Source: an optimization exercise on an open RTL-to-GDS flow (aim: small area). Production flows keep margins and buffers that such runs may drop.
Where RTL was checked, it was by simulation tests only, not by an equivalence proof against the original.
No functional check of the RTL was part of run 8.
Power figures rest on the tool's default switching activity, not on a simulated workload.

<file path="design/flow/design.v">
package ocr_pkg;
    localparam int DATA_W             = 16;
    localparam int WIN_LOG2           = 4;
    localparam int WIN                = 1 << WIN_LOG2;
    localparam int SQ_W               = 32;
    localparam int ACC_W              = 36;
    localparam int DEFAULT_SAMPLE_DIV = 125000;
    typedef enum logic {
        FILL = 1'b0,
        RUN  = 1'b1
    } ocr_state_t;
endpackage
module ocr_sample_strobe_gen
#(
    parameter int SAMPLE_DIV = ocr_pkg::DEFAULT_SAMPLE_DIV,
    parameter int CNT_W      = $clog2(SAMPLE_DIV)
) (
    input  logic             clk_master,
    input  logic             reset_n,
    output logic             sample_stb,
    output logic [CNT_W-1:0] cnt
);
    localparam logic [CNT_W-1:0] CNT_LAST = CNT_W'(SAMPLE_DIV - 1);
    always_ff @(posedge clk_master or negedge reset_n) begin
        if (!reset_n) begin
            cnt <= '0;
        end else if (sample_stb) begin
            cnt <= '0;
        end else begin
            cnt <= cnt + CNT_W'(1);
        end
    end
    always_comb begin
        sample_stb = 1'b1;
        for (int i = 0; i < CNT_W; i++) begin
            if (CNT_LAST[i]) sample_stb = sample_stb & cnt[i];
        end
    end
endmodule
module ocr_sample_window
#(
    parameter int SAMPLE_DIV = ocr_pkg::DEFAULT_SAMPLE_DIV
) (
    input  logic              clk_master,
    input  logic              reset_n,
    input  logic [ocr_pkg::DATA_W-1:0] adc_data_in,
    input  logic [ocr_pkg::DATA_W-1:0] I_p,
    output logic              sample_stb,
    output logic              ms_valid,
    output logic [ocr_pkg::SQ_W-1:0]   ms_out,
    output logic              over_pickup,
    output logic              window_full
    ,
    output logic [ocr_pkg::DATA_W-1:0] peak_out
);
    localparam int DATA_W = ocr_pkg::DATA_W;
    localparam int CNT_W  = $clog2(SAMPLE_DIV);
    localparam int ACC_N  = 40;    
    localparam int C_IP0   = 8;
    localparam int C_VALID = 40;
    logic [CNT_W-1:0] cnt;
    ocr_sample_strobe_gen #(
        .SAMPLE_DIV (SAMPLE_DIV),
        .CNT_W      (CNT_W)
    ) u_strobe_gen (
        .clk_master (clk_master),
        .reset_n    (reset_n),
        .sample_stb (sample_stb),
        .cnt        (cnt)
    );
    logic       early;           
    logic [6:0] lo;
    assign early = (cnt[CNT_W-1:7] == '0);
    assign lo    = cnt[6:0];
    logic [3:0] fc;      
    logic       seen;    
    logic       wf;      
    always_ff @(posedge clk_master or negedge reset_n) begin
        if (!reset_n) begin
            fc   <= '0;
            seen <= 1'b0;
            wf   <= 1'b0;
        end else begin
            if (sample_stb) begin
                fc   <= fc + 4'd1;
                seen <= 1'b1;
            end
            if (early && lo == 7'(C_VALID - 1) && seen && fc == 4'd0) begin
                wf <= 1'b1;
            end
        end
    end
    assign window_full = wf;
    assign ms_valid    = wf && early && (lo == 7'(C_VALID));
    logic [DATA_W-1:0] ring [16];
    logic [DATA_W-1:0] xr;
    logic [3:0]        wslot;    
    logic              ins, ld_old;
    assign wslot  = {fc[3] ^ fc[0], fc[2:0]};
    assign ins    = early && (lo[6:4] == 3'd0) && (lo[3:0] == wslot);
    assign ld_old = (lo[6:4] == 3'd1) && (lo[3:0] == wslot);
    always_ff @(posedge clk_master) begin
        ring[0] <= ins ? xr : ring[15];
        for (int i = 1; i < 16; i++) begin
            ring[i] <= ring[i-1];
        end
        if (sample_stb) begin
            xr <= adc_data_in;
        end else if (ld_old) begin
            xr <= ring[14];
        end
    end
    logic [ACC_N-1:0] acc;
    logic             creg;
    logic             row_en, mbit;
    logic             inv, clr;
    logic [16:0]      add_b, add_s;
    logic [17:0]      add_c;
    logic             wrap;
    assign row_en = early && ((lo[6:4] == 3'd0) || (wf && lo[6:4] == 3'd5));
    assign mbit   = xr[lo[3:0]];
    assign inv    = wf && early && (lo >= 7'd40) && (lo < 7'd120);
    assign clr    = !seen && early && (lo >= 7'd40) && (lo < 7'd80);
    always_comb begin
        add_b[15:0] = xr & {DATA_W{row_en && mbit}};
        add_b[16]   = creg;
        add_c[0]    = 1'b0;
        for (int i = 0; i < 17; i++) begin
            add_s[i]   = acc[i] ^ add_b[i] ^ add_c[i];
            add_c[i+1] = (acc[i] & add_b[i]) | (acc[i] & add_c[i]) | (add_b[i] & add_c[i]);
        end
    end
    assign wrap = (add_s[0] ^ inv) & ~clr;
    always_ff @(posedge clk_master) begin
        acc[15:0]       <= add_s[16:1];
        acc[ACC_N-2:16] <= acc[ACC_N-1:17];
        acc[ACC_N-1]    <= wrap;
        creg            <= add_c[17] & ~clr;
    end
    assign ms_out = acc[35:4];
    logic [DATA_W-1:0] rb;
    logic [DATA_W-1:0] rb_b, rb_s;
    logic [DATA_W:0]   rb_c;
    logic              ip_row, ip_bit, gt, gt_in, sum_bit, prod_bit;
    assign ip_row = (lo >= 7'(C_IP0)) && (lo < 7'(C_IP0 + 16));
    assign ip_bit = I_p[4'(lo[3:0] - 4'(C_IP0))];
    always_comb begin
        rb_b    = I_p & {DATA_W{ip_row && ip_bit}};
        rb_c[0] = 1'b0;
        for (int i = 0; i < DATA_W; i++) begin
            rb_s[i]   = rb[i] ^ rb_b[i] ^ rb_c[i];
            rb_c[i+1] = (rb[i] & rb_b[i]) | (rb[i] & rb_c[i]) | (rb_b[i] & rb_c[i]);
        end
    end
    always_ff @(posedge clk_master) begin
        rb <= {rb_c[DATA_W], rb_s[DATA_W-1:1]};
    end
    assign prod_bit = rb_s[0];
    assign sum_bit  = acc[36];
    assign gt_in    = gt && (lo != 7'(C_IP0));
    always_ff @(posedge clk_master) begin
        gt <= (sum_bit & ~prod_bit) | (~(sum_bit ^ prod_bit) & gt_in);
    end
    assign over_pickup = gt;
    logic        pk_en, pk_force;
    logic [16:0] pk_c;       
    always_comb begin
        pk_c[0] = 1'b0;
        for (int i = 0; i < DATA_W; i++) begin
            pk_c[i+1] = (ring[15][i] & ~peak_out[i]) | (ring[15][i] & pk_c[i])
                      | (~peak_out[i] & pk_c[i]);
        end
    end
    assign pk_en    = early && (lo[6:4] == 3'd1) && (fc == 4'd0);
    assign pk_force = (lo[3:0] == 4'd0);
    always_ff @(posedge clk_master) begin
        if (pk_en && (pk_force || pk_c[16])) begin
            peak_out <= ring[15];
        end
    end
endmodule
</file>
<file path="design/flow/flow/run.sh">
#!/bin/bash
# Standard synthesis, its combinational logic re-mapped for area, cells
# downsized, single-drive port buffers and a leaner clock tree.
set -e
export BUFFER_PORTS_ARGS="-buffer_cell sky130_fd_sc_hd__buf_1"
export CTS_ARGS="-sink_clustering_enable -repair_clock_nets -buf_list sky130_fd_sc_hd__clkbuf_4 -sink_clustering_size 11 -sink_clustering_max_diameter 40 -dont_use_dummy_load"
bash standard.sh synth > synth.log 2>&1
bash flow/reopt.sh > reopt.log 2>&1
bash standard.sh synth > synth2.log 2>&1
openroad -no_init -exit flow/downsize.tcl > downsize.log 2>&1
bash standard.sh > standard.log 2>&1
</file>
<file path="design/flow/flow/area.abc">
strash
dc2
&get -n
&st
&dch -f
&nf -R 1000
&put
</file>
<file path="design/flow/flow/downsize.tcl">
# Swap every combinational cell of the synthesized netlist to the smallest-area
# drive strength of the same function; later repair steps upsize where timing
# or slew needs it. Registers keep the cells synthesis gave them.
read_db orfs/results/sky130hd/ocr_sample_window/base/1_synth.odb
set db [ord::get_db]
set block [[$db getChip] getBlock]
set best [dict create]
foreach lib [$db getLibs] {
  foreach m [$lib getMasters] {
    set name [$m getName]
    if {![regexp {^(sky130_fd_sc_hd__\w+)_(\d+)$} $name -> base k]} { continue }
    if {[regexp {lpflow|probe} $name]} { continue }
    set a [expr {[$m getWidth] * [$m getHeight]}]
    if {![dict exists $best $base] || $a < [lindex [dict get $best $base] 1]} {
      dict set best $base [list $m $a]
    }
  }
}
set n 0
foreach inst [$block getInsts] {
  set name [[$inst getMaster] getName]
  if {[regexp {^sky130_fd_sc_hd__(df|edf|sdf|sedf|dl|conb|tap|fill|decap)} $name]} { continue }
  if {![regexp {^(sky130_fd_sc_hd__\w+)_(\d+)$} $name -> base k]} { continue }
  if {![dict exists $best $base]} { continue }
  set m [lindex [dict get $best $base] 0]
  if {[$m getName] ne $name} {
    $inst swapMaster $m
    incr n
  }
}
puts "resized $n instances"
write_db orfs/results/sky130hd/ocr_sample_window/base/1_synth.odb
</file>
<file path="design/flow/flow/reopt.sh">
#!/bin/bash
# Re-map the combinational logic of the standard synthesis netlist with an
# area-oriented ABC script. Register cells and their names are kept: the
# flip-flop and adder cells are read as black boxes, everything else is flattened
# into gates and mapped again.
set -euo pipefail
R=orfs/results/sky130hd/ocr_sample_window/base
LIB=$FLOW_HOME/platforms/sky130hd/lib/sky130_fd_sc_hd__tt_025C_1v80.lib
# Registers and the full/half adder cells stay as synthesis mapped them.
KEEP="$(grep -o "sky130_fd_sc_hd__[a-z]*df[a-z]*_[0-9]*" $LIB | sort -u | tr '\n' ' ') $(grep -o "sky130_fd_sc_hd__[fh]a_[0-9]*" $LIB | sort -u | tr '\n' ' ')"
DU=$(sed -n '/DONT_USE_CELLS/,/^$/p' $FLOW_HOME/platforms/sky130hd/config.mk | grep -o "sky130_fd_sc_hd__[a-z0-9_]*" | sed 's/^/-dont_use /' | tr '\n' ' ')
cp $R/1_2_yosys.v $R/1_2_yosys_std.v
yosys -q -p "read_liberty -ignore_miss_func $LIB; blackbox $KEEP; read_verilog $R/1_2_yosys_std.v; hierarchy -top $FLOW_TOP; flatten; opt -purge; abc -liberty $LIB -script flow/area.abc $DU; opt_clean -purge; stat -liberty $LIB; write_verilog -noattr $R/1_2_yosys.v"
rm -f $R/1_synth.odb $R/1_synth.sdc
</file>
<file path="design/flow/standard.sh">
#!/bin/bash
# synth_recipe.tcl (not shown) runs the flow's synth.tcl, then flattens the netlist and writes it again
# the make line also repeats each setting of config.mk as NAME=value (left out here)
make -C /OpenROAD-flow-scripts/flow DESIGN_CONFIG=/design/flow/config.mk WORK_HOME=/design/flow/orfs CLKGATE_MAP_FILE= SYNTH_SCRIPT=/design/flow/synth_recipe.tcl "${@:-finish}"
</file>
<file path="design/flow/config.mk">
export PLATFORM = sky130hd
export DESIGN_NAME = ocr_sample_window
export DESIGN_NICKNAME = ocr_sample_window
export VERILOG_FILES = /design/flow/design.v
export SDC_FILE = /design/flow/constraint.sdc
export NUM_CORES = 4
export LEC_CHECK = 0
export CAP_MARGIN = 20
export CORE_MARGIN = 2
export CORE_UTILIZATION = 60
export PLACE_DENSITY = 0.85
export SLEW_MARGIN = 20
</file>
<file path="design/flow/constraint.sdc">
create_clock -name core_clock -period 10.0 [get_ports {clk_master}]
set_input_delay 2.0000 -clock core_clock [delete_from_list [all_inputs] [get_ports {clk_master}]]
set_output_delay 2.0000 -clock core_clock [all_outputs]
set_load 0.01 [all_outputs]
</file>
==> results.py, run 1 <==
metrics = {
    "cells_and_area": {
        "mostFrequentLayoutCells": "dfxtp_1, buf_1, nand2_1",
        "mostFrequentLayoutCell": "dfxtp_1",
        "instances_no_fill": 1040,
        "seqCellArea_um2": 7820,
        "multi_input_area_um2": 2240,
        "diodes": 0,
        "area_growth_pct": 9.45,
        "nets": 895,
        "nFillCells": 1197,
        "utilization_pct": 67.2,
        "stdcell_area_um2": 11100,
        "drive_gt1_share_pct": 7.07,
    },
    "drt": {
        "drc_errors": 0,
        "wl_per_cell_um": 16.2,
        "vias": 5331,
        "ant_nets": 0,
        "wl_um": 16800,
        "first_iter_violations": 287,
        "via_per_inst": 5.13,
        "first_pass_iters": 4,
    },
    "timing": {
        "finClkSkew_ns": 0.0787,
        "rsz0062_at_grt": "false",
        "whs_ns": 0.287,
        "fin_crit_ns": 8.95,
        "setup_tns_ns": 0,
        "slew_headroom_pct": 34.0,
        "hold_viol_final": 0,
        "slew_violations": 0,
        "worst_pin_slew_ns": 0.986,
        "setup_slack_ns": 1.05,
        "setup_viol": 0,
        "timing.final.crit_share_pct": 89.5,
        "fmax_mhz": 112,
    },
    "floorplanning": {
        "fp.dieArea_um2": 18000,
        "die_w_um": 134,
        "rows": 47,
        "start_util_pct": 61.4,
        "die_y_um": 134,
        "core_area_um2": 16600,
        "io_pins": 86,
    },
    "cts": {
        "numClockSinks": 369,
        "cts.htree.levels": 2,
        "ctsHoldBuffers": 0,
        "cts_tree": "done",
        "clk_pin_slew_worst_paths_ns": 0.10,
        "cts_resized": 0,
        "postCtsSetupRepairBufs": 0,
        "cts_inserted_buffers": 41,
        "clk-insertion-delay-late_ns": 0.67,
        "clockBufferDepth": 3,
        "cts_root_buf": "clkbuf_4",
    },
    "yosys": {
        "netlist_area_um2": 10200,
        "yosysWarnings": 3,
        "syn_inst": 688,
        "avgSynthCellArea_um2": 14.8,
        "synth_fp_nets": 761,
    },
    "global_route": {
        "grt.total_usage_pct": 19.5,
        "grt_pass1_wl_um": 27100,
        "grt_pass1_vias": 5528,
        "grt_start_max_net_pins": 33,
        "grt-ovfl-total": 0,
        "antenna_found_initial": 0,
    },
    "placement": {
        "placed_cells": 999,
        "dp_hpwl_um": 11400,
        "io_buffers": 85,
        "gp_congestion": 0.859,
        "post-place-ws_ns": 0.442,
        "placed_area_um2": 10800,
    },
    "outcome": {
        "outcome": "timing/DRC/antenna clean",
    },
    "power_and_ir_drop": {
        "powerDensity_nw_per_um2": 188,
        "power_mw": 2.10,
        "ir_drop_mv": 0.139,
        "p_leak_nw": 4.47,
    },
    "critical_path": {
        "cp.arrival_ns": 9.49,
        "end_kind": "register",
        "worst-setup-path-type": "input pin to register",
        "required_ns": 10.54,
        "cp_max_fo": 16,
        "cp-start-kind": "input pin",
    },
    "worst_hold_path": {
        "hold_class": "register to register",
    },
    "job": {
        "max-cap-violations": 0,
    },
}
[cell type report]
type                    instances  area share [%]
inverters                      37            1.25
repair buffers                 91            3.27
multi-input cells             282            20.1
clock buffers                  41            2.76
well taps                     220            2.47
flip-flops and latches        369            70.2
[registers in the layout, summed over array words and instances, names as in the netlist, 4 cells and up]
name,count
fc,4
peak_out,16
xr,16
rb,16
acc,40
ring,256
u_strobe_gen.cnt,17
[critical path: stages]
cell      delay, ns
buf_1          0.08
mux4_2         0.47
a22o_1         0.24
a21o_1         0.29
and3_1         0.24
ha_1           0.19
fa_1           0.38
fa_1           0.39
fa_1           0.39
fa_1           0.38
fa_1           0.39
fa_1           0.39
fa_1           0.40
fa_1           0.40
fa_1           0.39
fa_1           0.39
fa_1           0.39
fa_1           0.39
fa_1           0.39
fa_1           0.37
clkinv_1       0.06
fa_1           0.41
clkinv_1       0.05
[worst paths after layout]
path | from | endpoint | slack, ns | cells past startpoint
max | I_p[15] | rb[14] | 1.05 | 23
min | ring[3][5] | ring[4][5] | 0.29 | 0
max reg2reg | u_strobe_gen.cnt[0] | acc[15] | 1.21 | 28
min reg2reg | ring[3][5] | ring[4][5] | 0.29 | 0
max in group asynchronous | reset_n | wf | 8.38 | 2
min in group asynchronous | reset_n | fc[1] | 1.33 | 2
[metal layers]
| layer | up-vias | wire length (µm) | share of wire, % | GRT usage, % |
|---|---|---|---|---|
| met5 | - | 0 | 0 | 0 |
| li1 | 2565 | - | - | - |
| met3 | 45 | 1120 | 6.6 | 4.80 |
| met4 | 0 | 576 | 3.4 | 9.01 |
| met2 | 168 | 7610 | 45 | 30.0 |
| met1 | 2553 | 7520 | 45 | 26.4 |
[power breakdown]
part / internal (mW) / switching (mW)
Clock: 0.190 / 0.406
Combinational: 0.00625 / 0.00792
Sequential: 1.49 / 0.000782
Total: 1.69 / 0.415
==> run 2, diff against run 1 <==
--- a/design/flow/flow/run.sh
+++ b/design/flow/flow/run.sh
@@ -4,5 +4,5 @@
 set -e
 export BUFFER_PORTS_ARGS="-buffer_cell sky130_fd_sc_hd__buf_1"
-export CTS_ARGS="-sink_clustering_enable -repair_clock_nets -buf_list sky130_fd_sc_hd__clkbuf_4 -sink_clustering_size 11 -sink_clustering_max_diameter 40 -dont_use_dummy_load"
+export CTS_ARGS="-sink_clustering_enable -repair_clock_nets -buf_list sky130_fd_sc_hd__clkbuf_4 -sink_clustering_size 14 -sink_clustering_max_diameter 35 -dont_use_dummy_load"
 bash standard.sh synth > synth.log 2>&1
 bash flow/reopt.sh > reopt.log 2>&1
--- a/design/flow/config.mk
+++ b/design/flow/config.mk
@@ -8,5 +8,5 @@
 export CAP_MARGIN = 20
 export CORE_MARGIN = 2
-export CORE_UTILIZATION = 60
-export PLACE_DENSITY = 0.85
+export CORE_UTILIZATION = 75
+export PLACE_DENSITY = 0.92
 export SLEW_MARGIN = 20
==> results.py, run 2 <==
metrics = {
    "outcome": {
        "outcome": "did not finish",
        "stop_stage": "3_5_place_dp",
        "error": "Error: detail_place.tcl, 38 bad optional access",
    },
    "floorplanning": {
        "io_pins": 86,
        "start_util_pct": 76.9,
        "die_y_um": 121,
        "die_w_um": 121,
        "rows": 42,
    },
    "yosys": {
        "syn_inst": 688,
        "synth_fp_nets": 761,
        "avgSynthCellArea_um2": 14.8,
        "netlist_area_um2": 10200,
        "yosysWarnings": 3,
    },
    "placement": {
        "gp_congestion": 0.795,
        "io_buffers": 85,
    },
}
[run 2: how the worst max path moves through the flow]
stage,end,depth (start not counted),startpoint,slack [ns]
3_3_place_gp,rb[14],23,I_p[15],0.61
2_1_floorplan,rb[14],22,I_p[15],0.84
[run 2: power by group through the flow]
stage | clock (mW) | combinational (mW) | sequential [mW]
floorplan | 0 | 0.00347 | 1.52
global placement | 0 | 0.0129 | 1.52
[run 2: through the flow]
| step | setup WS [ns] | instance area, µm² | power (mW) |
|---|---|---|---|
| after global placement | 0.614 | 10800 | 1.54 |
| after floorplan | 0.842 | 10200 | 1.53 |
==> run 3, diff against run 2 <==
--- a/design/flow/flow/run.sh
+++ b/design/flow/flow/run.sh
@@ -4,5 +4,5 @@
 set -e
 export BUFFER_PORTS_ARGS="-buffer_cell sky130_fd_sc_hd__buf_1"
-export CTS_ARGS="-sink_clustering_enable -repair_clock_nets -buf_list sky130_fd_sc_hd__clkbuf_4 -sink_clustering_size 14 -sink_clustering_max_diameter 35 -dont_use_dummy_load"
+export CTS_ARGS="-sink_clustering_enable -repair_clock_nets -buf_list sky130_fd_sc_hd__clkbuf_4 -sink_clustering_size 12 -sink_clustering_max_diameter 40 -dont_use_dummy_load"
 bash standard.sh synth > synth.log 2>&1
 bash flow/reopt.sh > reopt.log 2>&1
==> results.py, run 3 <==
metrics = {
    "floorplanning": {
        "io_pins": 86,
        "rows": 42,
        "die_y_um": 121,
        "die_w_um": 121,
        "start_util_pct": 76.9,
    },
    "yosys": {
        "netlist_area_um2": 10200,
        "syn_inst": 688,
        "synth_fp_nets": 761,
        "yosysWarnings": 3,
        "avgSynthCellArea_um2": 14.8,
    },
    "outcome": {
        "stop_stage": "3_5_place_dp",
        "error": "Error: detail_place.tcl, 38 bad optional access",
        "outcome": "did not finish",
    },
    "placement": {
        "io_buffers": 85,
        "gp_congestion": 0.795,
    },
}
run 3: worst min path at each step:
stage,endpoint,slack [ns],startpoint,cells past startpoint
3_3_place_gp,ring[1][1],0.31,ring[0][1],0
2_1_floorplan,acc[36],0.31,acc[37],0
run 3: power groups by stage:
stage	combinational (mW)	clock [mW]	sequential (mW)
after global placement	0.0129	0	1.52
after floorplan	0.00347	0	1.52
run 3: stage by stage:
step	worst slack, ns	instance area, µm²	total power [mW]	std cells
3_3_place_gp	0.614	10800	1.54	956
2_1_floorplan	0.842	10200	1.53	688
==> run 4, diff against run 3 <==
--- a/design/flow/config.mk
+++ b/design/flow/config.mk
@@ -8,5 +8,5 @@
 export CAP_MARGIN = 20
 export CORE_MARGIN = 2
-export CORE_UTILIZATION = 75
-export PLACE_DENSITY = 0.92
+export CORE_UTILIZATION = 65
+export PLACE_DENSITY = 0.9
 export SLEW_MARGIN = 20
==> results.py, run 4 <==
metrics = {
    "yosys": {
        "netlist_area_um2": 10200,
        "avgSynthCellArea_um2": 14.8,
        "synth_fp_nets": 761,
        "yosysWarnings": 3,
        "syn_inst": 688,
    },
    "timing": {
        "fin_crit_ns": 9.05,
        "slew_violations": 0,
        "slew_headroom_pct": 36.1,
        "finClkSkew_ns": 0.0988,
        "fmax_mhz": 110,
        "rsz0062_at_grt": "false",
        "worst_pin_slew_ns": 0.956,
        "setup_viol": 0,
        "setup_tns_ns": 0,
        "hold_viol_final": 0,
        "timing.final.crit_share_pct": 90.5,
    },
    "critical_path": {
        "cp.depth": 23,
        "regToRegStartpoint": "u_strobe_gen.cnt[0]",
        "cpPeakStageDelay_ns": 0.47,
        "end_kind": "register",
        "rrSetupSlack_ns": 1.10,
        "reg2reg_depth": 28,
        "cp_max_fo": 16,
        "required_ns": 10.58,
        "worst-setup-path-type": "input pin to register",
        "critPathLaunch": "I_p[15]",
        "crit_chain": "buf_1, mux4_2, a22o_1, a21o_1, and3_1, ha_1, fa_1, fa_1, fa_1, fa_1, fa_1, fa_1, fa_1, fa_1, fa_1, fa_1, fa_1, fa_1, fa_1, fa_1, clkinv_1, fa_1, clkinv_1",
        "slowest_stage": "mux4_2",
        "cp-endpoint": "rb[14]",
        "reg2reg_to": "acc[15]",
        "crit_family": "adder cells",
        "cp-start-kind": "input pin",
        "cp.buffers_inverters": 3,
        "cpMostUsedCell": "fa_1",
        "cp.arrival_ns": 9.63,
    },
    "cts": {
        "clockBufferDepth": 3,
        "cts_inserted_buffers": 39,
        "cts.htree.levels": 2,
        "ctsHoldBuffers": 0,
        "numClockSinks": 369,
        "cts_tree": "done",
        "cts_resized": 0,
        "postCtsSetupRepairBufs": 0,
        "clk_pin_slew_worst_paths_ns": 0.12,
        "cts_root_buf": "clkbuf_4",
        "clk-insertion-delay-late_ns": 0.65,
    },
    "drt": {
        "ant_nets": 0,
        "first_iter_violations": 325,
        "wl_per_cell_um": 17.4,
        "vias": 5461,
        "drc_errors": 0,
        "via_per_inst": 5.29,
        "first_pass_iters": 5,
        "wl_um": 17900,
    },
    "cells_and_area": {
        "utilization_pct": 72.9,
        "largestRegisters": "ring (256), acc (40), u_strobe_gen.cnt (17)",
        "area_growth_pct": 9.28,
        "mostFrequentLayoutCells": "dfxtp_1, buf_1, nand2_1",
        "largest_reg_flops": 256,
        "drive_gt1_share_pct": 6.84,
        "top_register": "ring",
        "mostFrequentLayoutCell": "dfxtp_1",
        "nets": 894,
    },
    "power_and_ir_drop": {
        "power_switching_share_pct": 19.7,
        "p_leak_nw": 4.46,
        "p_int_mw": 1.68,
        "powerDensity_nw_per_um2": 188,
        "p_seq_share_pct": 71.3,
        "ir_drop_mv": 0.152,
        "pwr-share-clk_pct": 28.0,
        "combPwrFrac_pct": 0.7,
        "power.switching_mw": 0.412,
    },
    "worst_hold_path": {
        "hold_class": "register to register",
    },
    "global_route": {
        "grt_start_max_net_pins": 33,
        "antenna_found_initial": 1,
        "use_met2_pct": 36.5,
        "grt-ovfl-total": 0,
        "top_usage_layer": "met2",
        "use_met1_pct": 29.2,
        "grt_pass1_vias": 5712,
        "grt_util_met3_pct": 6.28,
        "grt.total_usage_pct": 22.7,
        "grt_pass1_wl_um": 28700,
    },
    "floorplanning": {
        "die_y_um": 129,
        "io_pins": 86,
        "core_area_um2": 15300,
        "die_w_um": 129,
        "rows": 45,
        "fp.dieArea_um2": 16700,
        "start_util_pct": 66.7,
    },
    "placement": {
        "io_buffers": 85,
        "dp_hpwl_um": 12400,
        "gp_congestion": 0.853,
    },
    "job": {
        "max-cap-violations": 0,
    },
    "outcome": {
        "outcome": "timing/DRC/antenna clean",
    },
}
==> run 4: metrics by stage <==
| stage | hold WS, ns | total power, mW | std cells | area, µm² | setup slack (ns) |
|---|---|---|---|---|---|
| after floorplan | 0.310 | 1.53 | 688 | 10200 | 0.842 |
| after global placement | 0.310 | 1.54 | 991 | 10800 | 0.619 |
| after detailed placement | 0.312 | 1.54 | 991 | 10800 | 0.362 |
| after CTS | 0.310 | 2.11 | 1030 | 11100 | 1.00 |
| after global routing | 0.296 | 2.17 | 1032 | 11100 | 0.778 |
| final | 0.309 | 2.09 | 1032 | 11100 | 0.949 |
==> run 4: worst min-delay path by stage <==
stage | start | end | slack (ns) | cells after the start
after floorplan | acc[37] | acc[36] | 0.31 | 0
after global placement | ring[0][1] | ring[1][1] | 0.31 | 0
after detailed placement | ring[4][13] | ring[5][13] | 0.31 | 0
after CTS | ring[13][8] | ring[14][8] | 0.31 | 0
after global routing | ring[13][8] | ring[14][8] | 0.30 | 0
final | ring[11][12] | ring[12][12] | 0.31 | 0
==> run 4: cell type report <==
class | instances | area [µm²]
flip-flops and latches | 369 | 7820
fillers | 981 | 4130
multi-input cells | 282 | 2230
repair buffers | 92 | 372
clock buffers | 39 | 293
well taps | 211 | 264
inverters | 37 | 139
diodes | 2 | 5.00
==> run 4: power by group through the flow <==
stage          registers [mW]  logic (mW)  clock network [mW]
2_1_floorplan            1.52     0.00347                   0
3_3_place_gp             1.52      0.0131                   0
3_5_place_dp             1.52      0.0141                   0
4_1_cts                  1.49      0.0142               0.608
5_1_grt                  1.49      0.0157               0.664
6_report                 1.49      0.0141               0.584
==> run 4: worst reg2reg max path: cells and delay by family, from the launching register on <==
family / cells / cell delay (ns)
flops: 1 / 0.77
compound gates: 2 / 0.23
buf+inv: 5 / 0.47
simple gates: 3 / 0.30
fa+ha+maj: 17 / 6.47
mux: 1 / 0.59
==> run 4: routing by layer <==
layer / part of all wire (%) / up-vias
li1: - / 2563
met1: 42 / 2669
met2: 48 / 188
met3: 6.8 / 41
met4: 2.8 / 0
met5: 0 / -
==> run 5, diff against run 4 <==
--- a/design/flow/config.mk
+++ b/design/flow/config.mk
@@ -6,7 +6,7 @@
 export NUM_CORES = 4
 export LEC_CHECK = 0
-export CAP_MARGIN = 20
+export CAP_MARGIN = 0
 export CORE_MARGIN = 2
-export CORE_UTILIZATION = 65
-export PLACE_DENSITY = 0.9
-export SLEW_MARGIN = 20
+export CORE_UTILIZATION = 60
+export PLACE_DENSITY = 0.85
+export SLEW_MARGIN = 0
==> results.py, run 5 <==
metrics = {
    "outcome": {
        "outcome": "timing/DRC/antenna clean",
    },
    "cts": {
        "postCtsSetupRepairBufs": 0,
        "clockBufferDepth": 3,
        "cts_root_buf": "clkbuf_4",
        "clk_pin_slew_worst_paths_ns": 0.12,
        "numClockSinks": 369,
        "clk-insertion-delay-late_ns": 0.64,
        "cts_tree": "done",
        "cts_inserted_buffers": 38,
        "ctsHoldBuffers": 0,
        "cts_resized": 0,
        "cts.htree.levels": 2,
    },
    "floorplanning": {
        "rows": 47,
        "fp.dieArea_um2": 18000,
        "start_util_pct": 61.4,
        "die_y_um": 134,
        "core_area_um2": 16600,
        "io_pins": 86,
        "die_w_um": 134,
    },
    "yosys": {
        "yosysWarnings": 3,
        "avgSynthCellArea_um2": 14.8,
        "syn_inst": 688,
        "synth_fp_nets": 761,
        "netlist_area_um2": 10200,
    },
    "timing": {
        "slew_headroom_pct": 35.4,
        "finClkSkew_ns": 0.0712,
        "worst_pin_slew_ns": 0.969,
        "slew_violations": 0,
        "timing.final.crit_share_pct": 89.3,
        "fmax_mhz": 112,
        "fin_crit_ns": 8.93,
        "rsz0062_at_grt": "false",
        "setup_slack_ns": 1.07,
        "whs_ns": 0.283,
        "setup_viol": 0,
        "setup_tns_ns": 0,
        "hold_viol_final": 0,
    },
    "placement": {
        "dp_hpwl_um": 11400,
        "io_buffers": 85,
        "post-place-ws_ns": 0.442,
        "gp_congestion": 0.859,
    },
    "cells_and_area": {
        "multi_input_area_um2": 2240,
        "nFillCells": 1199,
        "area_growth_pct": 9.23,
        "diodes": 0,
        "nets": 892,
        "mostFrequentLayoutCells": "dfxtp_1, buf_1, nand2_1",
        "top_register": "ring",
        "mostFrequentLayoutCell": "dfxtp_1",
        "largest_reg_flops": 256,
        "largestRegisters": "ring (256), acc (40), u_strobe_gen.cnt (17)",
        "drive_gt1_share_pct": 6.73,
        "seqCellArea_um2": 7820,
    },
    "critical_path": {
        "cp-start-kind": "input pin",
        "reg2reg_depth": 28,
        "cp_max_fo": 16,
        "crit_family": "adder cells",
        "cpMostUsedCell": "fa_1",
        "cp.buffers_inverters": 3,
        "worst-setup-path-type": "input pin to register",
        "cpPeakStageDelay_ns": 0.47,
        "end_kind": "register",
        "crit_chain": "buf_1, mux4_2, a22o_1, a21o_1, and3_1, ha_1, fa_1, fa_1, fa_1, fa_1, fa_1, fa_1, fa_1, fa_1, fa_1, fa_1, fa_1, fa_1, fa_1, fa_1, clkinv_1, fa_1, clkinv_1",
        "slowest_stage": "mux4_2",
        "reg2reg_to": "acc[15]",
        "rrSetupSlack_ns": 1.23,
        "cp.arrival_ns": 9.49,
        "regToRegStartpoint": "u_strobe_gen.cnt[0]",
        "required_ns": 10.56,
    },
    "global_route": {
        "grt_start_max_net_pins": 33,
        "antenna_found_initial": 0,
        "grt-ovfl-total": 0,
        "grt.total_usage_pct": 19.6,
        "grt_pass1_vias": 5521,
        "grt_pass1_wl_um": 27100,
    },
    "drt": {
        "first_pass_iters": 4,
        "vias": 5338,
        "first_iter_violations": 329,
        "ant_nets": 0,
        "wl_per_cell_um": 16.1,
        "drc_errors": 0,
        "wl_um": 16700,
        "via_per_inst": 5.15,
    },
    "worst_hold_path": {
        "hold_class": "register to register",
        "min_from": "ring[10][8]",
        "min_to": "ring[11][8]",
        "hold_depth": 0,
    },
    "job": {
        "max-cap-violations": 0,
    },
    "power_and_ir_drop": {
        "powerDensity_nw_per_um2": 187,
        "power_mw": 2.08,
        "p_leak_nw": 4.45,
        "ir_drop_mv": 0.135,
    },
}
[run 5: final cells by class]
cell class / instances / area share [%]
Clock buffer: 38 / 2.56
Inverter: 37 / 1.25
Multi-Input combinational cell: 282 / 20.1
Sequential cell: 369 / 70.3
Tap cell: 220 / 2.47
Timing Repair Buffer: 91 / 3.27
[run 5: layer usage]
layer  vias up  wire (µm)  GRT usage [%]  part of all wire [%]
met2       167       7530           30.0                    45
li1       2556          -              -                     -
met1      2569       7490           26.5                    45
met3        46       1070           4.80                   6.4
met5         -          0              0                     0
met4         0        647           9.42                   3.9
[run 5: how the worst max path moves through the flow]
stage                  from  endpoint  slack (ns)  cells past startpoint
finish              I_p[15]    rb[14]        1.07                     23
global route        I_p[15]    rb[14]        0.82                     23
CTS                 I_p[15]    rb[14]        1.10                     23
detailed placement  I_p[15]    rb[14]        0.44                     23
global placement    I_p[15]    rb[14]        0.59                     23
floorplan           I_p[15]    rb[14]        0.84                     22
[run 5: worst reg2reg max path, delay by kind of cell, from the launching register on]
kind | cells | cell delay [ns]
simple gates | 3 | 0.29
flops | 1 | 0.81
mux | 1 | 0.59
compound gates | 2 | 0.24
buf+inv | 5 | 0.48
fa+ha+maj | 17 | 6.31
[run 5: stage by stage]
| stage | utilization (%) | instance area (µm²) | cells |
|---|---|---|---|
| 5_1_grt | 67.1 | 11100 | 1037 |
| 6_report | 67.1 | 11100 | 1037 |
| 3_5_place_dp | 65.3 | 10800 | 999 |
| 3_3_place_gp | 65.3 | 10800 | 999 |
| 2_1_floorplan | - | 10200 | 688 |
| 4_1_cts | 67.1 | 11100 | 1037 |
[run 5: power by group]
part / leakage, nW / internal [mW] / total [mW] / switching [mW]
Combinational: 1.23 / 0.00625 / 0.0142 / 0.00796
Clock: 0.175 / 0.177 / 0.578 / 0.402
Sequential: 3.05 / 1.49 / 1.49 / 0.000773
Total: 4.45 / 1.67 / 2.08 / 0.410
==> run 6, diff against run 5 <==
--- a/design/flow/config.mk
+++ b/design/flow/config.mk
@@ -6,7 +6,9 @@
 export NUM_CORES = 4
 export LEC_CHECK = 0
-export CAP_MARGIN = 0
+export CAP_MARGIN = 20
 export CORE_MARGIN = 2
 export CORE_UTILIZATION = 60
+export GPL_ROUTABILITY_DRIVEN = 0
+export GPL_TIMING_DRIVEN = 0
 export PLACE_DENSITY = 0.85
-export SLEW_MARGIN = 0
+export SLEW_MARGIN = 20
==> results.py, run 6 <==
metrics = {
    "outcome": {
        "outcome": "timing/DRC/antenna clean",
    },
    "job": {
        "max-cap-violations": 0,
    },
    "placement": {
        "dp_hpwl_um": 11800,
        "io_buffers": 85,
        "placed_area_um2": 10900,
        "placed_cells": 1000,
        "post-place-ws_ns": 0.326,
    },
    "cts": {
        "cts_inserted_buffers": 41,
        "numClockSinks": 369,
        "clockBufferDepth": 3,
        "clk-insertion-delay-late_ns": 0.66,
        "cts_resized": 0,
        "clk_pin_slew_worst_paths_ns": 0.11,
        "cts_tree": "done",
        "ctsHoldBuffers": 0,
        "cts.htree.levels": 2,
        "postCtsSetupRepairBufs": 0,
        "cts_root_buf": "clkbuf_4",
    },
    "timing": {
        "timing.final.crit_share_pct": 91.0,
        "setup_tns_ns": 0,
        "setup_viol": 0,
        "rsz0062_at_grt": "false",
        "fin_crit_ns": 9.10,
        "whs_ns": 0.306,
        "fmax_mhz": 110,
        "hold_viol_final": 0,
        "slew_headroom_pct": 36.7,
        "finClkSkew_ns": 0.0884,
        "setup_slack_ns": 0.897,
        "worst_pin_slew_ns": 0.946,
        "slew_violations": 0,
    },
    "global_route": {
        "grt-ovfl-total": 0,
        "antenna_found_initial": 0,
        "use_met1_pct": 26.6,
        "top_usage_layer": "met2",
        "grt_pass1_wl_um": 27100,
        "use_met2_pct": 30.3,
        "grt_pass1_vias": 5494,
        "grt_util_met3_pct": 4.65,
        "grt.total_usage_pct": 19.6,
        "grt_start_max_net_pins": 34,
    },
    "power_and_ir_drop": {
        "ir_drop_mv": 0.146,
        "power_switching_share_pct": 19.8,
        "powerDensity_nw_per_um2": 188,
        "power_mw": 2.10,
        "p_int_mw": 1.69,
        "power.switching_mw": 0.415,
        "p_seq_share_pct": 70.9,
        "combPwrFrac_pct": 0.7,
        "pwr-share-clk_pct": 28.4,
        "p_leak_nw": 4.49,
    },
    "floorplanning": {
        "die_y_um": 134,
        "start_util_pct": 61.4,
        "fp.dieArea_um2": 18000,
        "die_w_um": 134,
        "rows": 47,
        "io_pins": 86,
        "core_area_um2": 16600,
    },
    "cells_and_area": {
        "mostFrequentLayoutCell": "dfxtp_1",
        "nets": 896,
        "drive_gt1_share_pct": 7.55,
        "largestRegisters": "ring (256), acc (40), u_strobe_gen.cnt (17)",
        "nFillCells": 1183,
        "largest_reg_flops": 256,
        "multi_input_area_um2": 2240,
        "diodes": 0,
        "top_register": "ring",
        "mostFrequentLayoutCells": "dfxtp_1, buf_1, nand2_1",
        "stdcell_area_um2": 11200,
        "area_growth_pct": 9.70,
        "utilization_pct": 67.4,
        "seqCellArea_um2": 7820,
        "instances_no_fill": 1041,
    },
    "drt": {
        "wl_per_cell_um": 16.2,
        "first_iter_violations": 277,
        "wl_um": 16800,
        "first_pass_iters": 5,
        "vias": 5291,
        "drc_errors": 0,
        "via_per_inst": 5.08,
        "ant_nets": 0,
    },
    "yosys": {
        "avgSynthCellArea_um2": 14.8,
        "synth_fp_nets": 761,
        "yosysWarnings": 3,
        "syn_inst": 688,
        "netlist_area_um2": 10200,
    },
    "critical_path": {
        "regToRegStartpoint": "u_strobe_gen.cnt[0]",
        "worst-setup-path-type": "input pin to register",
        "cp_max_fo": 16,
        "required_ns": 10.54,
        "cp-start-kind": "input pin",
        "end_kind": "register",
        "critPathLaunch": "I_p[15]",
        "cp.arrival_ns": 9.64,
    },
    "worst_hold_path": {
        "min_from": "ring[0][11]",
        "hold_class": "register to register",
    },
}
run 6: worst paths after layout:
check,endpoint,slack (ns),cells past startpoint
max,rb[14],0.90,23
min,ring[1][11],0.31,0
max reg2reg,acc[15],1.31,28
min reg2reg,ring[1][11],0.31,0
max in group asynchronous,u_strobe_gen.cnt[0],8.23,1
min in group asynchronous,u_strobe_gen.cnt[7],1.37,1
run 6: critical path, cell delays in order:
cell	delay, ns
buf_1	0.10
mux4_2	0.48
a22o_1	0.25
a21o_1	0.30
and3_1	0.24
ha_1	0.19
fa_1	0.38
fa_1	0.39
fa_1	0.39
fa_1	0.39
fa_1	0.41
fa_1	0.42
fa_1	0.40
fa_1	0.42
fa_1	0.40
fa_1	0.39
fa_1	0.39
fa_1	0.41
fa_1	0.40
fa_1	0.37
clkinv_1	0.06
fa_1	0.40
clkinv_1	0.05
run 6: cell type report:
type / count / share of cell area, %
clock buffer: 41 / 2.76
tap: 220 / 2.46
timing repair buffer: 92 / 3.45
sequential: 369 / 70.0
inverter: 37 / 1.24
multi-input combinational: 282 / 20.1
run 6: metal layers:
metal	vias to the layer above	wire, µm	share of wire, %
li1	2563	-	-
met5	-	0	0
met4	0	519	3.1
met2	169	7820	46
met3	39	1020	6.0
met1	2520	7460	44
run 6: power groups by stage:
stage	sequential, mW	combinational, mW	clock, mW
2_1_floorplan	1.52	0.00347	0
3_3_place_gp	1.52	0.0137	0
3_5_place_dp	1.52	0.0139	0
4_1_cts	1.49	0.0141	0.619
5_1_grt	1.49	0.0154	0.680
6_report	1.49	0.0140	0.597
==> run 7, diff against run 6 <==
--- a/design/flow/config.mk
+++ b/design/flow/config.mk
@@ -9,6 +9,4 @@
 export CORE_MARGIN = 2
 export CORE_UTILIZATION = 60
-export GPL_ROUTABILITY_DRIVEN = 0
-export GPL_TIMING_DRIVEN = 0
 export PLACE_DENSITY = 0.85
 export SLEW_MARGIN = 20
==> results.py, run 7 <==
metrics = {
    "global_route": {
        "grt_pass1_wl_um": 27100,
        "grt.total_usage_pct": 19.6,
        "grt_pass1_vias": 5521,
        "antenna_found_initial": 0,
        "grt_start_max_net_pins": 33,
        "grt-ovfl-total": 0,
    },
    "cts": {
        "clk_pin_slew_worst_paths_ns": 0.12,
        "clk-insertion-delay-late_ns": 0.64,
        "ctsHoldBuffers": 0,
        "cts_resized": 0,
        "numClockSinks": 369,
        "cts_tree": "done",
        "clockBufferDepth": 3,
        "cts.htree.levels": 2,
        "postCtsSetupRepairBufs": 0,
        "cts_root_buf": "clkbuf_4",
        "cts_inserted_buffers": 38,
    },
    "timing": {
        "fmax_mhz": 112,
        "fin_crit_ns": 8.93,
        "finClkSkew_ns": 0.0712,
        "timing.final.crit_share_pct": 89.3,
        "rsz0062_at_grt": "false",
        "hold_viol_final": 0,
        "setup_tns_ns": 0,
        "setup_viol": 0,
        "worst_pin_slew_ns": 0.969,
        "slew_headroom_pct": 35.4,
        "slew_violations": 0,
    },
    "critical_path": {
        "end_kind": "register",
        "cpPeakStageDelay_ns": 0.47,
        "rrSetupSlack_ns": 1.23,
        "crit_chain": "buf_1, mux4_2, a22o_1, a21o_1, and3_1, ha_1, fa_1, fa_1, fa_1, fa_1, fa_1, fa_1, fa_1, fa_1, fa_1, fa_1, fa_1, fa_1, fa_1, fa_1, clkinv_1, fa_1, clkinv_1",
        "worst-setup-path-type": "input pin to register",
        "cp-start-kind": "input pin",
        "cp.arrival_ns": 9.49,
        "crit_family": "adder cells",
        "slowest_stage": "mux4_2",
        "cp_max_fo": 16,
        "cp.buffers_inverters": 3,
        "cpMostUsedCell": "fa_1",
        "required_ns": 10.56,
    },
    "power_and_ir_drop": {
        "p_leak_nw": 4.45,
        "powerDensity_nw_per_um2": 187,
        "ir_drop_mv": 0.135,
        "power_mw": 2.08,
    },
    "yosys": {
        "syn_inst": 688,
        "yosysWarnings": 3,
        "netlist_area_um2": 10200,
        "avgSynthCellArea_um2": 14.8,
        "synth_fp_nets": 761,
    },
    "drt": {
        "wl_um": 16700,
        "drc_errors": 0,
        "ant_nets": 0,
        "first_pass_iters": 4,
        "via_per_inst": 5.15,
        "first_iter_violations": 329,
        "wl_per_cell_um": 16.1,
        "vias": 5338,
    },
    "cells_and_area": {
        "diodes": 0,
        "nFillCells": 1199,
        "largestRegisters": "ring (256), acc (40), u_strobe_gen.cnt (17)",
        "mostFrequentLayoutCell": "dfxtp_1",
        "mostFrequentLayoutCells": "dfxtp_1, buf_1, nand2_1",
        "nets": 892,
        "drive_gt1_share_pct": 6.73,
        "top_register": "ring",
        "largest_reg_flops": 256,
        "area_growth_pct": 9.23,
    },
    "worst_hold_path": {
        "hold_class": "register to register",
    },
    "floorplanning": {
        "fp.dieArea_um2": 18000,
        "rows": 47,
        "start_util_pct": 61.4,
        "die_y_um": 134,
        "io_pins": 86,
        "core_area_um2": 16600,
        "die_w_um": 134,
    },
    "outcome": {
        "outcome": "timing/DRC/antenna clean",
    },
    "placement": {
        "gp_congestion": 0.859,
        "io_buffers": 85,
        "dp_hpwl_um": 11400,
    },
    "job": {
        "max-cap-violations": 0,
    },
}
run 7: path summary, 6_finish.rpt:
check | from | end | depth (start not counted)
worst max-delay path | I_p[15] | rb[14] | 23
worst min-delay path | ring[10][8] | ring[11][8] | 0
worst max register to register | u_strobe_gen.cnt[0] | acc[15] | 28
worst min register to register | ring[10][8] | ring[11][8] | 0
max in group asynchronous | reset_n | fc[2] | 2
min in group asynchronous | reset_n | u_strobe_gen.cnt[14] | 2
run 7: final cells by class:
class	instances	area, µm²	area share [%]
multi-input combinational	282	2240	20.1
clock buffer	38	285	2.56
inverter	37	139	1.25
timing repair buffer	91	364	3.27
tap	220	275	2.47
sequential	369	7820	70.3
run 7: power by group:
group	switching [mW]	internal, mW
sequential	0.000773	1.49
combinational	0.00796	0.00625
clock	0.402	0.177
run 7: per-stage QoR:
step                instance area, µm²  setup slack [ns]  hold WS (ns)  util (%)  cells
floorplan                        10200             0.842         0.310         -    688
global placement                 10800             0.587         0.310      65.3    999
detailed placement               10800             0.442         0.312      65.3    999
CTS                              11100              1.10         0.280      67.1   1037
global route                     11100             0.825         0.282      67.1   1037
finish                           11100              1.07         0.283      67.1   1037
run 7: per-layer routing:
metal	global-route usage [%]	part of all wire [%]
met4	9.42	3.9
met5	0	0
met3	4.80	6.4
met2	30.0	45
met1	26.5	45
==> run 8, diff against run 7 <==
--- a/design/flow/design.v
+++ b/design/flow/design.v
@@ -86,5 +86,5 @@
                 seen <= 1'b1;
             end
-            if (early && lo == 7'(C_VALID - 1) && seen && fc == 4'd0) begin
+            if (lo == 7'(C_VALID - 1) && seen && fc == 4'd0) begin
                 wf <= 1'b1;
             end
@@ -121,5 +121,5 @@
     assign mbit   = xr[lo[3:0]];
     assign inv    = wf && early && (lo >= 7'd40) && (lo < 7'd120);
-    assign clr    = !seen && early && (lo >= 7'd40) && (lo < 7'd80);
+    assign clr    = !seen && (lo >= 7'd40) && (lo < 7'd80);
     always_comb begin
         add_b[15:0] = xr & {DATA_W{row_en && mbit}};
@@ -172,5 +172,5 @@
         end
     end
-    assign pk_en    = early && (lo[6:4] == 3'd1) && (fc == 4'd0);
+    assign pk_en    = (lo[6:4] == 3'd1) && (fc == 4'd0);
     assign pk_force = (lo[3:0] == 4'd0);
     always_ff @(posedge clk_master) begin
==> results.py, run 8 <==
metrics = {
    "cts": {
        "numClockSinks": 369,
        "cts_root_buf": "clkbuf_4",
        "cts_resized": 0,
        "cts_tree": "done",
        "clk_pin_slew_worst_paths_ns": 0.11,
        "clockBufferDepth": 3,
        "clk-insertion-delay-late_ns": 0.66,
        "cts_inserted_buffers": 40,
        "cts.htree.levels": 2,
        "postCtsSetupRepairBufs": 0,
        "ctsHoldBuffers": 0,
    },
    "yosys": {
        "yosysWarnings": 3,
        "syn_inst": 682,
        "avgSynthCellArea_um2": 14.9,
        "netlist_area_um2": 10200,
        "synth_fp_nets": 755,
    },
    "power_and_ir_drop": {
        "p_leak_nw": 4.45,
        "powerDensity_nw_per_um2": 188,
        "ir_drop_mv": 0.136,
        "power_mw": 2.09,
    },
    "critical_path": {
        "cp.buffers_inverters": 3,
        "rrSetupSlack_ns": 1.21,
        "crit_family": "adder cells",
        "slowest_stage": "mux4_2",
        "cp-start-kind": "input pin",
        "required_ns": 10.53,
        "worst-setup-path-type": "input pin to register",
        "cp_max_fo": 5,
        "cp.arrival_ns": 9.36,
        "cpPeakStageDelay_ns": 0.47,
        "cpMostUsedCell": "fa_1",
        "end_kind": "register",
    },
    "placement": {
        "io_buffers": 85,
        "placed_area_um2": 10800,
        "dp_hpwl_um": 11100,
        "gp_congestion": 0.821,
        "post-place-ws_ns": 0.337,
        "placed_cells": 994,
    },
    "cells_and_area": {
        "utilization_pct": 67.1,
        "drive_gt1_share_pct": 7.36,
        "nets": 890,
        "stdcell_area_um2": 11100,
        "mostFrequentLayoutCells": "dfxtp_1, buf_1, nand2_1",
        "top_register": "ring",
        "largestRegisters": "ring (256), acc (40), u_strobe_gen.cnt (17)",
        "nFillCells": 1156,
        "instances_no_fill": 1036,
        "largest_reg_flops": 256,
        "area_growth_pct": 9.56,
        "mostFrequentLayoutCell": "dfxtp_1",
    },
    "drt": {
        "via_per_inst": 5.06,
        "wl_per_cell_um": 15.3,
        "vias": 5237,
        "drc_errors": 0,
        "first_pass_iters": 4,
        "wl_um": 15900,
        "first_iter_violations": 308,
        "ant_nets": 0,
    },
    "timing": {
        "slew_violations": 0,
        "setup_viol": 0,
        "slew_headroom_pct": 48.2,
        "fmax_mhz": 113,
        "timing.final.crit_share_pct": 88.3,
        "fin_crit_ns": 8.83,
        "worst_pin_slew_ns": 0.777,
        "setup_tns_ns": 0,
        "whs_ns": 0.285,
        "rsz0062_at_grt": "false",
        "setup_slack_ns": 1.17,
        "hold_viol_final": 0,
        "finClkSkew_ns": 0.0912,
    },
    "floorplanning": {
        "fp.dieArea_um2": 18000,
        "die_y_um": 134,
        "core_area_um2": 16600,
        "start_util_pct": 61.2,
        "io_pins": 86,
        "die_w_um": 134,
        "rows": 47,
    },
    "global_route": {
        "grt_pass1_vias": 5152,
        "grt_start_max_net_pins": 33,
        "antenna_found_initial": 2,
        "grt.total_usage_pct": 18.5,
        "grt-ovfl-total": 0,
        "grt_pass1_wl_um": 25600,
    },
    "job": {
        "max-cap-violations": 0,
    },
    "outcome": {
        "outcome": "timing/DRC/antenna clean",
    },
    "worst_hold_path": {
        "hold_class": "register to register",
    },
}
==> run 8: area by class of cell <==
type                            instances  area (µm²)  share of cell area, %
Antenna cell                            1        2.50                 0.0225
Inverter                               33         124                   1.11
Tap cell                              220         275                   2.47
Multi-Input combinational cell        280        2220                   20.0
Timing Repair Buffer                   93         377                   3.39
Clock buffer                           40         300                   2.70
Sequential cell                       369        7820                   70.3
==> run 8: where the power goes <==
group / internal (mW) / total, mW / switching [mW]
registers: 1.49 / 1.49 / 0.000808
logic: 0.00594 / 0.0129 / 0.00697
clock network: 0.186 / 0.586 / 0.401
total: 1.68 / 2.09 / 0.408
==> run 8: worst register-to-register path, cell delays in order (launching register included) <==
cell and delay [ns]:
dfrtp_1 0.73, mux4_2 0.57, mux4_2 0.60, and3_1 0.22, ha_1 0.19, fa_1 0.38
fa_1 0.41, fa_1 0.40, fa_1 0.40, fa_1 0.40, fa_1 0.39, fa_1 0.41
fa_1 0.40, fa_1 0.39, fa_1 0.39, fa_1 0.39, fa_1 0.40, fa_1 0.39
fa_1 0.41, fa_1 0.38, clkinv_1 0.06, fa_1 0.40, clkinv_1 0.05
==> run 8: metal layers <==
metal / part of all wire [%] / global-route usage [%] / vias up
li1: - / - / 2535
met1: 46 / 25.8 / 2499
met2: 44 / 27.4 / 155
met3: 5.5 / 4.35 / 46
met4: 3.9 / 9.77 / 2
met5: 0.069 / 0 / -
==> run 8: worst paths after layout <==
kind                                             end  depth (start not counted)                 from
worst min-delay path                    ring[14][13]                          0         ring[13][13]
worst max-delay path                          rb[14]                         25              I_p[15]
min in group asynchronous       u_strobe_gen.cnt[14]                          2              reset_n
max in group asynchronous       u_strobe_gen.cnt[16]                          2              reset_n
worst min register to register          ring[14][13]                          0         ring[13][13]
worst max register to register               acc[15]                         22  u_strobe_gen.cnt[3]

re-timing with driven ports:
No port has a modelled driver above. Below, the same layouts with a new extraction and two added sets of constraints.
Step 1 assumes that a clkbuf_16 drives the clock port and a buf_2 every other input.
Step 2 also shifts input and output timing later by t, the mid clock arrival at the registers, as if the neighbouring blocks saw the same clock.
a / b / c = ideal / step 1 / step 2; a / b = the first two.
run	t, ns	setup slack, ns	worst setup path at the end
run 1	0.661	1.054 / 1.068 / 0.406	input to register
run 4	0.637	0.949 / 0.962 / 0.324	input to register
run 5	0.643	1.073 / 1.087 / 0.445	input to register
run 6	0.646	0.897 / 0.911 / 0.265	input to register
run 7	0.643	1.073 / 1.087 / 0.445	input to register
run 8	0.656	1.168 / 1.185 / 0.529	input to register
After both steps setup and hold are still met in every run listed. The setup slack of run 1, which loses most, moves by +0.014 ns with the drivers and by -0.648 ns with both steps.
